Background: an optimization exercise with open tools, aiming at small area, a short achievable clock period and few clock cycles per item. Do not read the settings as production practice. Only simulation tests tie the RTL to the original design; equivalence was not proved. Power and IR drop assume default switching activity.

## the previous run
Design goertzel_multi, start of the top module:
module goertzel_multi #(
  parameter int NUM_BINS     = 4,
  parameter int LOG2_SAMPLES = 9,
  parameter int D_W          = 16,
  parameter int S_W          = 8,
  parameter int FRAC         = 14
) (
  input  logic                    dsp_clk,
  input  logic                    rst_n,
  input  logic                    start,
  input  logic                    coef_wr,
  input  logic [2:0]              coef_idx,
  input  logic [D_W-1:0]          coef_val,
  output logic [LOG2_SAMPLES-1:0] sample_address,
  input  logic [S_W-1:0]          sample_data_in,
  output logic                    busy,
  output logic                    mag_valid,
  input  logic                    mag_ready,
  output logic [2:0]              mag_bin,
  output logic [D_W-1:0]          mag_data,
  output logic                    frame_done
);
Size: ~4000 cells after synthesis, roughly 540 flip-flops, ~63 I/O pins, about 35000 um2 of cells after synthesis.
==> flow/config.mk <==
export PLATFORM = sky130hd
export DESIGN_NAME = goertzel_multi
export DESIGN_NICKNAME = goertzel_multi
export VERILOG_FILES = /design/flow/design.v
export SDC_FILE = /design/flow/constraint.sdc
export NUM_CORES = 4
export LEC_CHECK = 0
export ABC_AREA = 1
export CAP_MARGIN = 20
export CORE_MARGIN = 2
export CORE_UTILIZATION = 40
export SLEW_MARGIN = 20
==> flow/constraint.sdc <==
create_clock -name core_clock -period 13.0 [get_ports {dsp_clk}]
set_input_delay 2.6000 -clock core_clock [delete_from_list [all_inputs] [get_ports {dsp_clk}]]
set_output_delay 2.6000 -clock core_clock [all_outputs]
set_load 0.01 [all_outputs]
standard.sh (not shown) runs the stock make flow with config.mk's settings and CLKGATE_MAP_FILE= SYNTH_SCRIPT=/design/flow/synth_recipe.tcl, a recipe that flattens the netlist after the stock synthesis.
==> flow/flow/run.sh <==
#!/bin/bash
# The standard layout (standard.sh: the standard flow's synthesis and ORFS flow), with two changes to how
# the layout is made: the port buffers are buf_4 cells instead of the delay-type buffer the
# default choice picks, and timing repair aims 9 ns above the 13 ns constraint so that it also
# works on paths that already meet it. make's full output goes to standard_make.log here.
set -euo pipefail
bash standard.sh "BUFFER_PORTS_ARGS=-buffer_cell sky130_fd_sc_hd__buf_4" SETUP_SLACK_MARGIN=9 finish > standard_make.log 2>&1
The previous run | stages: all done | timing, DRC, antenna: all pass
Testbench counts of the previous run, summed over its fixed seeds: cycles 24,912, frames 24.
What the current run does differently from the previous run at the input level:
diff --git a/flow/design.v b/flow/design.v
--- a/flow/design.v
+++ b/flow/design.v
@@ -3405,16 +3405,19 @@
              ({{2{ty_1[15]}}, ty_1} & {18{r1t_1}}) | ({2'b00, pcl_1} & {18{r1c_1}}) |
              (r2_1 & {18{r1k_1}});
     q1_1 <= ({r2_1[17], r2_1} & {19{q1r_1}}) | (out_1[18:0] & {19{q1w_1}}) |
              (q2_1 & {19{q1k_1}});
   end
   wire can_ld  = (~ovalid | mag_ready) & ~obin[2] & (obin[1] ? rdy_b : rdy_a);
-  wire use_r1  = (kodd == obin[1]);
+  logic       ph;            
+  wire  [1:0] sbin   = (can_ld & busy_q) ? obin[1:0] : mbin;
+  wire        use_r1 = (ph == sbin[1]);
   wire [15:0] src0 = use_r1 ? r1_0[15:0] : r2_0[15:0];
   wire [15:0] src1 = use_r1 ? r1_1[15:0] : r2_1[15:0];
-  wire [15:0] src  = obin[0] ? src1 : src0;
+  wire [15:0] src  = sbin[0] ? src1 : src0;
+  always_ff @(posedge dsp_clk) ph <= (!busy_q) ? 1'b1 : ~ph;
   logic [3:0]  cw_q;
   logic [15:0] cv_q;
   wire cw_ok = rst_n & coef_wr & ~busy_q & ~coef_idx[2];
   always_ff @(posedge dsp_clk) begin
     rst_q <= ~rst_n;
     cv_q  <= coef_val;
@@ -3444,19 +3447,20 @@
       end else if (lastacc) begin
         busy_q <= 1'b0;
       end
       if (can_ld && busy_q) begin
         ovalid <= 1'b1;
         mbin   <= obin[1:0];
-        mdata  <= src;
         obin   <= obin + 3'd1;
       end else if (accept) begin
         ovalid <= 1'b0;
       end
     end
   end
+  wire ld = can_ld & busy_q;
+  always_ff @(posedge dsp_clk) mdata <= src;
   assign sample_address = k[9:1];
   assign busy           = busy_q;
   assign mag_valid      = ovalid;
   assign mag_bin        = {1'b0, mbin};
   assign mag_data       = mdata;
   assign frame_done     = done_q;
## What came out
- The current run vs the previous run: total length of routed met2 wires down
- Of the previous run and the current run, the run reporting the higher logic gate share of total power was the current run.
- Delta(wire length of the first global-routing pass, the current run - the previous run) < 0
- Comparing the current run with the previous run, the final cell count came out essentially unchanged.
- Overall via count from detail_route delta (the current run -> the previous run): insignificant
- Comparing the previous run and the current run, via density per instance is lower on the current run.
- Static leakage power up 0.60% in the current run wrt the previous run
- When the current run is set beside the previous run, its sequential share of layout area turns out to be 0.32 points smaller.
- Diff the previous run and the current run: tightest hold margin lower in the current run
Testbench counts of the current run, summed over its fixed seeds: cycles 24,912, frames 24.

separate check: timing with driven ports:
In the flow no input, the clock included, has a driving cell. The finished layouts below were timed again as built, in two steps. Step 1 (the two cells are an assumption about what drives the block):
set clk [get_ports {dsp_clk}]
set_driving_cell -lib_cell sky130_fd_sc_hd__clkbuf_16 $clk
set_driving_cell -lib_cell sky130_fd_sc_hd__buf_2 [delete_from_list [all_inputs] $clk]
Step 2, shift: input delay + t, output delay - t, t = (earliest + latest rising clock arrival at the registers) / 2. This alone moves slack from input paths to output paths. a / b / c = ideal ports / drivers / drivers and shift; a / b = the first two.
run | shift t [ns] | setup slack, ns | worst data-port slew with drivers (ns)
the previous run | 0.704 | 8.992 / 8.925 / 8.879 | 0.06
the current run | 0.715 | 9.074 / 9.025 / 8.547 | 0.09
After both steps setup and hold are still met in every run listed. The setup slack of the current run, which loses most, moves by -0.049 ns with the drivers and by -0.527 ns with both steps.
